Context: an optimization exercise on an open-source flow, tuned for small area. The choices shown serve that exercise and are no tape-out recipe. Only simulation tests tie the RTL to the original design; equivalence was not proved. Power and IR drop assume default switching activity.

==> flow/design.v <==
module pytxscobufctrl #(
    parameter int AW = 6
) (
    input  logic          clk_6M,
    input  logic          rstz,
    input  logic          tsco_p,
    input  logic          bsm_we,
    input  logic [31:0]   bsm_din,
    input  logic          bsm_flush,
    input  logic          lnctrl_cs,
    input  logic [AW-1:0] lnctrl_addr,
    output logic [31:0]   lnctrl_dout,
    output logic [AW:0]   tx_len,
    output logic          tx_valid,
    output logic [AW:0]   fill_cnt,
    output logic          fill_full,
    output logic          underrun_p,
    output logic          overrun_p
);
    localparam int DEPTH = 2 ** AW;
    localparam logic [AW:0] DEPTH_W = (AW+1)'(DEPTH);
    logic [31:0] a_q [0:DEPTH-1];
    logic [31:0] b_q [0:DEPTH-1];
    logic [31:0] a_d [0:DEPTH-1];
    logic [31:0] b_d [0:DEPTH-1];
    logic          ph_reg;
    logic [AW:0]   wptr_reg;
    logic [AW:0]   tx_len_reg;
    logic          tx_valid_reg;
    logic [31:0]   dout_reg;
    logic          underrun_reg;
    logic          overrun_reg;
    logic          wr_ok;
    logic [AW:0]   len_now;
    logic          swap;
    logic          underrun;
    logic          rd_hit;
    logic          a_hold;
    logic          b_keep;
    logic [31:0]   din_x;
    logic [AW:0]   rd_pos;
    logic [31:0]   rd_or;
    assign fill_full = (wptr_reg == DEPTH_W);
    assign fill_cnt  = wptr_reg;
    assign wr_ok    = bsm_we & ~fill_full & ~bsm_flush;
    assign len_now  = wptr_reg + {{AW{1'b0}}, wr_ok};
    assign swap     = tsco_p & ~bsm_flush & (len_now != '0);
    assign underrun = tsco_p & ~swap;
    assign rd_hit   = tx_valid_reg & ({1'b0, lnctrl_addr} < tx_len_reg);
    assign a_hold = ~wr_ok & (wptr_reg != '0);
    assign b_keep = ~swap & tx_valid_reg;
    assign din_x  = bsm_din ^ {32{ph_reg}};
    for (genvar w = 0; w < DEPTH; w++) begin : g_word
        if (w == 0) begin : g_first
            txsco_aoi22 #(.W(32)) u_a (.s(wr_ok), .a(din_x), .k(a_hold), .b(a_q[w]), .y(a_d[w]));
        end else begin : g_rest
            txsco_aoi22 #(.W(32)) u_a (.s(wr_ok), .a(a_q[w-1]), .k(a_hold), .b(a_q[w]), .y(a_d[w]));
        end
        txsco_aoi22 #(.W(32)) u_b (.s(swap), .a(a_d[w]), .k(b_keep), .b(b_q[w]), .y(b_d[w]));
    end
    always_ff @(posedge clk_6M) begin
        for (int w = 0; w < DEPTH; w++) begin
            a_q[w] <= a_d[w];
            b_q[w] <= b_d[w];
        end
    end
    assign rd_pos = tx_len_reg - {1'b0, lnctrl_addr} - 1'b1;
    logic [DEPTH-1:0]    rd_sel;
    logic [32*DEPTH-1:0] rd_data;
    always_comb begin
        for (int w = 0; w < DEPTH; w++) begin
            rd_sel[w] = rd_hit & (rd_pos[AW-1:0] == AW'(w));
            rd_data[32*w +: 32] = b_q[w];
        end
    end
    txsco_rdmux #(.N(DEPTH), .W(32)) u_rd (.sel(rd_sel), .d(rd_data), .y(rd_or));
    always_ff @(posedge clk_6M or negedge rstz) begin
        if (!rstz) begin
            ph_reg       <= 1'b0;
            wptr_reg     <= '0;
            tx_len_reg   <= '0;
            tx_valid_reg <= 1'b0;
            underrun_reg <= 1'b0;
            overrun_reg  <= 1'b0;
        end else begin
            ph_reg       <= ~ph_reg;
            underrun_reg <= underrun;
            overrun_reg  <= bsm_we & fill_full & ~bsm_flush;
            if (swap) begin
                tx_len_reg   <= len_now;
                tx_valid_reg <= 1'b1;
                wptr_reg     <= '0;
            end else if (underrun) begin
                tx_len_reg   <= '0;
                tx_valid_reg <= 1'b0;
                wptr_reg     <= '0;
            end else if (bsm_flush) begin
                wptr_reg <= '0;
            end else if (wr_ok) begin
                wptr_reg <= wptr_reg + 1'b1;
            end
        end
    end
    always_ff @(posedge clk_6M or negedge rstz) begin
        if (!rstz)
            dout_reg <= '0;
        else if (lnctrl_cs)
            dout_reg <= rd_or ^ {32{rd_hit & ~ph_reg}};
    end
    assign lnctrl_dout = dout_reg;
    assign tx_len      = tx_len_reg;
    assign tx_valid    = tx_valid_reg;
    assign underrun_p  = underrun_reg;
    assign overrun_p   = overrun_reg;
endmodule
module txsco_aoi22 #(
    parameter int W = 32
) (
    input  logic         s,
    input  logic [W-1:0] a,
    input  logic         k,
    input  logic [W-1:0] b,
    output logic [W-1:0] y
);
    assign y = ~(({W{s}} & a) | ({W{k}} & b));
endmodule
module txsco_rdmux #(
    parameter int N = 64,
    parameter int W = 32
) (
    input  logic [N-1:0]   sel,
    input  logic [N*W-1:0] d,
    output logic [W-1:0]   y
);
    always_comb begin
        y = '0;
        for (int i = 0; i < N; i++)
            y = y | ({W{sel[i]}} & d[W*i +: W]);
    end
endmodule
==> flow/run.sh <==
#!/bin/bash
# synth_recipe.tcl (not shown) runs the flow's synth.tcl, then flattens the netlist and writes it again
# the make line also repeats each setting of config.mk as NAME=value (left out here)
make -C /OpenROAD-flow-scripts/flow DESIGN_CONFIG=/design/flow/config.mk WORK_HOME=/design/flow/orfs CLKGATE_MAP_FILE= SYNTH_SCRIPT=/design/flow/synth_recipe.tcl finish
==> flow/config.mk <==
export PLATFORM = sky130hd
export DESIGN_NAME = pytxscobufctrl
export DESIGN_NICKNAME = pytxscobufctrl
export VERILOG_FILES = /design/flow/design.v
export SDC_FILE = /design/flow/constraint.sdc
export NUM_CORES = 4
export LEC_CHECK = 0
export CAP_MARGIN = 20
export CORE_MARGIN = 2
export CORE_UTILIZATION = 65
export SLEW_MARGIN = 20
export SYNTH_HIERARCHICAL = 1
export SYNTH_MINIMUM_KEEP_SIZE = 0
==> flow/constraint.sdc <==
create_clock -name core_clock -period 6.0 [get_ports {clk_6M}]
set_input_delay 1.2000 -clock core_clock [delete_from_list [all_inputs] [get_ports {clk_6M}]]
set_output_delay 1.2000 -clock core_clock [all_outputs]
set_load 0.01 [all_outputs]
==> results.py <==
metrics = {
    "setup_path": {
        "required_ns": 6.89,
        "crit_chain": "clkdlybuf4s50_1, inv_1, ha_1, inv_1, fa_1, nor2b_1, o21ai_0, nor3b_2, buf_4, o211ai_1, buf_12, nor2_4, buf_12, a22o_1, a221oi_1, nand4_1, or4_1, xor2_1, a21oi_1",
        "startpoint": "lnctrl_addr[0]",
        "critPathKind": "input port to flop",
        "slowest_delay_ns": 0.54,
        "rr_worst_depth": 17,
        "worstSetupEndpointType": "flop",
        "crit_arrival_ns": 6.01,
        "critPathLaunchType": "input port",
        "timing.rr.start": "tx_len_reg[0]",
        "cp_max_fo": 19,
        "rrSetupSlack_ns": 1.00,
        "crit_slowest_cell": "or4_1",
    },
    "drt": {
        "ant_nets": 0,
        "via_count": 101000,
        "via_per_inst": 7.41,
        "wl_per_cell_um": 32.6,
        "drc": 0,
        "dr.pass1.iters": 7,
        "routed_wirelength_um": 445000,
        "drtIter0Drc": 15000,
    },
    "timing": {
        "setup_slack_ns": 0.881,
        "finalHoldViolations": 0,
        "period_share": 0.853,
        "fmax_mhz": 195,
        "relSlewSlack": 0.132,
        "rsz0062_at_grt": "false",
        "skew_ns": 0.0330,
        "tightest_slew_ns": 1.30,
        "finalSetupViolations": 0,
        "finalMaxSlewViolations": 0,
        "layout_min_cycle_time_ns": 5.12,
    },
    "clock_tree": {
        "clock_path_buffers": 4,
        "cts-htree-levels": 5,
        "cts.clk_slew.worst_paths_ns": 0.06,
        "clk_root_buffer_cell": "clkbuf_16",
        "cts_setup_buffers": 0,
        "ctsResizeCount": 0,
        "cts_sinks": 4146,
        "cts_tree": "done",
        "postCtsHoldBufs": 0,
        "cts_inserted_buffers": 400,
        "clock_latency_ns": 0.97,
    },
    "synth": {
        "synth_nets": 10800,
        "yosysTopAreaCell": "dfxtp_1",
        "synth_area_per_cell_um2": 12.4,
        "postSynthCellCount": 10800,
        "synth-seq-area-share": 0.623,
        "ys.flop_type": "dfxtp_1",
        "yosysWarnings": 14,
        "synth_seq_cells": 4146,
        "synth_area_leaders": "dfxtp_1 61%, a22oi_1 23%, buf_6 3.5%",
        "async_flop_share": 0.0121,
        "synth_top_area_share": 0.614,
        "syn_area_um2": 134000,
        "synth_edf_count": 0,
        "synthDistinctLibCells": 51,
    },
    "global_routing": {
        "grt_util_all_layers": 0.409,
        "antenna_found_initial": 24,
        "grt-ovfl-total": 0,
        "grt_max_degree": 212,
        "grt_pass1_vias": 95700,
        "grt_pass1_wl_um": 644000,
    },
    "finish": {
        "layout_common_cells": "4096 x a22oi_1, 4096 x dfxtp_1, 512 x a221oi_1, 511 x a22o_1, 409 x clkbuf_16",
        "multi_input_area_um2": 43400,
        "utilization": 0.733,
        "final_net_count": 10700,
        "register_area_um2": 83300,
        "drive_above_1_share": 0.0999,
        "area_growth_pct": 12.1,
        "fillers": 14000,
    },
    "power_and_ir_drop": {
        "p_per_area_nw_per_um2": 426,
        "ir_worst_vdd_uv": 355,
        "p_leak_nw": 54.8,
    },
    "floorplan": {
        "dieWidth_um": 457,
        "initial_core_util": 0.654,
        "rows": 166,
        "io_pins": 94,
        "die_h_um": 457,
        "coreArea_um2": 204000,
        "die_area_um2": 209000,
    },
    "placement": {
        "gp_congestion": 0.924,
        "io_buffers": 93,
        "dp_hpwl_um": 282000,
        "place_ws_ns": 0.132,
    },
    "status": {
        "run_status": "no timing/DRC/antenna violations",
    },
    "run": {
        "maxCapViolations": 0,
    },
    "hold_path": {
        "hold_path.class": "input port to asynchronous set/reset pin",
    },
}
## path summary, 6_finish.rpt
check | endpoint
worst max register to register | dout_reg[30]
max in group asynchronous | dout_reg[13]
min in group core_clock | a_q[63][26]
worst min register to register | a_q[63][26]
worst min-delay path | wptr_reg[6]
worst max-delay path | dout_reg[30]
## metrics by stage
step,TNS [ns],power (mW),hold slack (ns),std cells,area (µm²)
5_1_grt,0,65.6,0.338,13700,150000
6_report,0,63.8,0.343,13700,150000
2_1_floorplan,-,36.5,0.409,10800,134000
3_5_place_dp,0,38.3,0.423,12900,136000
4_1_cts,0,63.7,0.323,13700,150000
3_3_place_gp,-12.17,38.1,0.417,12900,136000
## Yosys cell counts (3+ instances only)
| cell type | instances |
|---|---|
| a21oi_1 | 38 |
| a221oi_1 | 512 |
| a22o_1 | 511 |
| a22oi_1 | 4096 |
| buf_2 | 426 |
| buf_6 | 420 |
| clkbuf_1 | 141 |
| dfrtp_1 | 50 |
| dfxtp_1 | 4096 |
| ha_1 | 14 |
| inv_1 | 20 |
| mux2i_1 | 4 |
| nand2_1 | 9 |
| nand2b_1 | 5 |
| nand3_1 | 17 |
| nand3b_1 | 3 |
| nand4_1 | 135 |
| nor2_1 | 99 |
| nor2_2 | 9 |
| nor2b_1 | 4 |
| o21ai_0 | 5 |
| o22ai_1 | 7 |
| or4_1 | 34 |
| xnor2_1 | 4 |
| xor2_1 | 72 |
## where the power goes
part           switching (mW)  internal, mW  leakage, nW
Sequential               2.50          31.0         34.8
Clock                    10.6          15.3         6.66
Combinational            2.61          1.83         13.4
Total                    15.7          48.1         54.8
## cells by family after synthesis
logic type               after synthesis  share of synthesized area
multiplexers                           5                   0.000384
buffers and inverters               1009                     0.0561
XOR/XNOR                              76                    0.00498
AO/OA/AOI/OAI                       5183                      0.300
flip-flops                          4146                      0.623
adder cells (fa/ha/maj)               15                    0.00146
AND/OR/NAND/NOR                      330                     0.0138
## critical path: cells and delay by family
kind | cells | cell delay, ns
xor gates and xnor gates | 1 | 0.18
and+or+nand+nor | 5 | 1.22
buffers and inverters | 6 | 1.22
adders and majority gates | 2 | 0.61
AOI/OAI and AO/OA | 5 | 1.52
## layer usage
layer | up-vias | global-route usage | share of wire
met3 | 1385 | 0.0910 | 0.11
li1 | 43300 | - | -
met1 | 50500 | 0.563 | 0.40
met5 | - | 0 | 0.00014
met2 | 6149 | 0.605 | 0.43
met4 | 10 | 0.212 | 0.060
## area by class of cell
cell class                 count  area share
multi-input combinational   5609       0.290
timing repair buffer         482      0.0412
inverter                      20    0.000501
tap                         2688      0.0225
sequential                  4146       0.556
clock buffer                 592      0.0789
clock inverter               124      0.0112
antenna                       12    0.000200

-- separate check: timing with driven ports --
How much do the figures lean on ideal ports? The routed layout below was timed once more, with nothing changed but the port constraints. Step 1 sets driving cells, clkbuf_16 on the clock port and buf_2 on the other inputs (assumed; they add their load-dependent delay and slew). Step 2 adds t to the input delays and takes it off the output delays; t is the mean of the earliest and latest rising clock arrival at the registers after step 1. Input paths then give back, and output paths get back, about the clock's delay inside the block. Slacks: no drivers / after step 1 / after step 2; pairs: no drivers / after step 1.
shift t [ns]: 1.049
setup WS [ns]: 0.881 / 0.959 / -0.090
hold slack, ns: 0.343 / 0.268 / 0.429
latest minus earliest clock arrival (ns): 0.043 / 0.042
slew at the worst register clock pin (ns): 0.07 / 0.07
Met with ideal ports but missed after step 2: setup timing in this run. For this run, drivers alone change the setup slack by +0.078 ns; drivers and shift together by -0.971 ns.
